Background: an optimization exercise with open tools, aiming at small area and few clock cycles per item. Do not read the settings as production practice.
In this exercise RTL edits were held to simulation tests only and were not proved equivalent to the original.

==> garnet: inputs <==
## dct8_column_fixed_point
module dct8_column_fixed_point
(
    input  logic                aclk,
    input  logic                aresetn,
    input  logic                s_valid,
    output logic                s_ready,
    input  logic signed [15:0]  s_sample_0,
    input  logic signed [15:0]  s_sample_1,
    input  logic signed [15:0]  s_sample_2,
    input  logic signed [15:0]  s_sample_3,
    input  logic signed [15:0]  s_sample_4,
    input  logic signed [15:0]  s_sample_5,
    input  logic signed [15:0]  s_sample_6,
    input  logic signed [15:0]  s_sample_7,
    output logic                m_valid,
    input  logic                m_ready,
    output logic signed [18:0]  m_coef_0,
    output logic signed [17:0]  m_coef_1,
    output logic signed [17:0]  m_coef_2,
    output logic signed [17:0]  m_coef_3,
    output logic signed [18:0]  m_coef_4,
    output logic signed [17:0]  m_coef_5,
    output logic signed [17:0]  m_coef_6,
    output logic signed [17:0]  m_coef_7
);
==> flow/config.mk <==
export PLATFORM = sky130hd
export DESIGN_NAME = dct8_column_fixed_point
export DESIGN_NICKNAME = dct8_column_fixed_point
export VERILOG_FILES = /design/flow/design.v
export SDC_FILE = /design/flow/constraint.sdc
export NUM_CORES = 4
export LEC_CHECK = 0
export CAP_MARGIN = 20
export CORE_MARGIN = 2
export CORE_UTILIZATION = 60
export CTS_CLUSTER_DIAMETER = 110
export CTS_CLUSTER_SIZE = 28
export SLEW_MARGIN = 20
export SYNTH_HIERARCHICAL = 1
==> flow/constraint.sdc <==
create_clock -name core_clock -period 7.5 [get_ports {aclk}]
set_input_delay 1.5000 -clock core_clock [delete_from_list [all_inputs] [get_ports {aclk}]]
set_output_delay 1.5000 -clock core_clock [all_outputs]
set_load 0.01 [all_outputs]
run.sh (not shown) runs the stock make flow with config.mk's settings and CLKGATE_MAP_FILE= SYNTH_SCRIPT=/design/flow/synth_recipe.tcl, a recipe that flattens the netlist after the stock synthesis.
==> inputs of yarrow, as changes to garnet <==
--- a/flow/config.mk
+++ b/flow/config.mk
@@ -8,7 +8,7 @@
 export CAP_MARGIN = 20
 export CORE_MARGIN = 2
 export CORE_UTILIZATION = 60
-export CTS_CLUSTER_DIAMETER = 110
-export CTS_CLUSTER_SIZE = 28
+export CTS_CLUSTER_DIAMETER = 80
+export CTS_CLUSTER_SIZE = 20
 export SLEW_MARGIN = 20
 export SYNTH_HIERARCHICAL = 1
==> inputs of violet, as changes to garnet <==
--- a/flow/config.mk
+++ b/flow/config.mk
@@ -8,7 +8,7 @@
 export CAP_MARGIN = 20
 export CORE_MARGIN = 2
 export CORE_UTILIZATION = 60
-export CTS_CLUSTER_DIAMETER = 110
-export CTS_CLUSTER_SIZE = 28
+export CTS_BUF_LIST = sky130_fd_sc_hd__clkbuf_8
+export CTS_CLUSTER_SIZE = 30
 export SLEW_MARGIN = 20
 export SYNTH_HIERARCHICAL = 1
==> comparison <==
- In yarrow the core utilization is higher than in garnet, by 0.50 points.
- In violet the non-clock buffer count is higher than in yarrow, by 12.
- Worst setup slack: garnet is worse than violet (0.0013 ns).
Testbench counts of garnet, summed over its fixed seeds: cycles 32,016, columns 32,000.
Testbench counts of yarrow, summed over its fixed seeds: cycles 32,016, columns 32,000.
Testbench counts of violet, summed over its fixed seeds: cycles 32,016, columns 32,000.

========
==> build 70 <==
dct8_column_fixed_point, a different RTL version from the one above (not shown whole).
clock: 7.5 ns
lec_check: 0
abc_clock_period_in_ps: 6000
cap_margin: 20
core_margin: 2
core_utilization: 60
cts_cluster_diameter: 110
cts_cluster_size: 28
slew_margin: 20
synth_hierarchical: 1
==> inputs of trial 9, as changes to build 70 <==
ABC_CLOCK_PERIOD_IN_PS = default   (was 6000)
CORE_UTILIZATION = 54   (was 60)
==> inputs of build 81, as changes to build 70 <==
ABC_CLOCK_PERIOD_IN_PS = default   (was 6000)
==> inputs of build 30, as changes to build 70 <==
ABC_CLOCK_PERIOD_IN_PS = 10000   (was 6000)
==> results.txt <==
status=no timing/DRC/antenna violations; crit path to=m_coef_3[11]; DR pass1 iterations=6; clk tree area frac=1.07%; critical path startpoint=os0_r2[9]$_DFFE_PP_; most frequent cells in the layout=fa_1, inv_1, ha_1
[end of results for trial 9]
==> results.txt <==
DR pass1 iterations=5; clk tree area frac=1.02%; Rel. slew slack=40.7%; status=no timing/DRC/antenna violations; Routed WL per cell=20.0 um; Synth top area share=42.8%; pin count of the biggest net entering global routing=144; most frequent cells in the layout=fa_1, inv_1, ha_1
[end of results for build 70]
==> results.txt <==
status=no timing/DRC/antenna violations; DR pass1 iterations=5; most frequent cells in the layout=fa_1, inv_1, ha_1; clk tree area frac=1.02%; crit path to=m_coef_7[10]
[end of results for build 30]
==> results.txt <==
status=no timing/DRC/antenna violations; critical path startpoint=oq1_r2[10]$_DFFE_PP_; max reg flops=19; DR pass1 iterations=5; crit path to=m_coef_7[10]; # hold bufs at CTS=0; most frequent cells in the layout=fa_1, inv_1, ha_1; clk tree area frac=1.02%
[end of results for build 81]
Testbench counts of build 70, summed over its fixed seeds: cycles 32,016, columns 32,000.
Testbench counts of trial 9, summed over its fixed seeds: cycles 32,016, columns 32,000.
Testbench counts of build 81, summed over its fixed seeds: cycles 32,016, columns 32,000.
Testbench counts of build 30, summed over its fixed seeds: cycles 32,016, columns 32,000.

========
==> inputs of 06-25 <==
dct8_column_fixed_point with an RTL version that a note above also has.
clock: 7.5 ns
lec_check: 0
cap_margin: 20
core_margin: 2
core_utilization: 60
slew_margin: 20
synth_hierarchical: 1
==> 08-05 (differences from 06-25) <==
Settings changed: CORE_UTILIZATION 60 to 68.
==> 08-10 (differences from 06-25) <==
Settings changed: CTS_CLUSTER_DIAMETER set to 100, CTS_CLUSTER_SIZE set to 24.
==> summary of the runs <==
- Clock-buffer cell count, highest first: 06-25, 08-05, 08-10.
- Synthesized cell count is the same in 06-25 and 08-10.
- Sequential share of layout area: 06-25 < 08-05 < 08-10.
- Between 08-05 and 08-10, the lower register-to-register slack is in 08-10 (gap 0.03 ns).
- The lowest via count belongs to 08-10, the highest to 08-05.
==> figures <==
Unrepaired setup endpoints after global routing: 08-10 yes; 06-25 -; 08-05 yes
Maximum level of the CTS H-tree: 08-10 1; 06-25 2; 08-05 1
Post-Place Worst Slack: 08-10 0.0960 ns; 06-25 0.0960 ns; 08-05 0.122 ns
Ratio of layout area to synthesized area: 08-10 1.145x; 06-25 1.152x; 08-05 1.150x
Achievable frequency: 08-10 0.136 GHz; 06-25 0.136 GHz; 08-05 0.135 GHz
Slew margin rel.: 08-10 0.436; 06-25 0.425; 08-05 0.419
Final routed wirelength across all metal layers: 08-10 111 mm; 06-25 112 mm; 08-05 112 mm
Global-route met1 utilization: 08-10 0.393; 06-25 0.395; 08-05 0.427
Slowest CP cell: 08-10 sky130_fd_sc_hd__fa_1; 06-25 sky130_fd_sc_hd__fa_2; 08-05 sky130_fd_sc_hd__fa_1
R2R cell count: 08-10 25; 06-25 25; 08-05 23
Result of the run: 08-10 complete, no violations; 06-25 complete, no violations; 08-05 complete, no violations
Via count of the first global-routing pass: 08-10 31,900; 06-25 32,200; 08-05 32,500
Number of cells in the design after placement: 08-10 5,208; 06-25 5,208; 08-05 5,034
Worst-case register-to-register setup slack: 08-10 0.43 ns; 06-25 0.42 ns; 08-05 0.46 ns
Number of core rows: 08-10 102; 06-25 102; 08-05 96
Testbench counts of 06-25, summed over its fixed seeds: cycles 32,016, columns 32,000.
Testbench counts of 08-05, summed over its fixed seeds: cycles 32,016, columns 32,000.
Testbench counts of 08-10, summed over its fixed seeds: cycles 32,016, columns 32,000.

## port drivers added, routing unchanged
No port has a modelled driver above. Below, the same layouts with a new extraction and two added sets of constraints.
Step 1 assumes that a clkbuf_16 drives the clock port and a buf_2 every other input.
Step 2 moves the port delays by t, midway between the first and last clock arrival at a register: inputs arrive t later, outputs are due t later. That takes back most of the time a late clock gives input paths.
Three values: no drivers, after step 1, after step 2; two values: the first two.
run	shift t [ns]	setup slack, ns	cell pins on the clock port's net
garnet	0.599	0.141 / 0.075 / 0.088	1
yarrow	0.633	0.171 / 0.103 / 0.063	1
violet	0.714	0.142 / 0.076 / 0.073	1
build 70	0.605	0.065 / 0.004 / -0.098	1
trial 9	0.610	0.180 / 0.114 / -0.093	1
build 81	0.605	0.065 / 0.004 / -0.098	1
build 30	0.605	0.065 / 0.004 / -0.098	1
06-25	0.622	0.169 / 0.101 / 0.065	1
08-05	0.671	0.076 / 0.009 / 0.079	1
08-10	0.621	0.172 / 0.106 / 0.088	1
Met with ideal ports but missed after step 2: setup timing in build 70, trial 9, build 81 and build 30. The setup slack of trial 9, which loses most, moves by -0.066 ns with the drivers and by -0.273 ns with both steps.
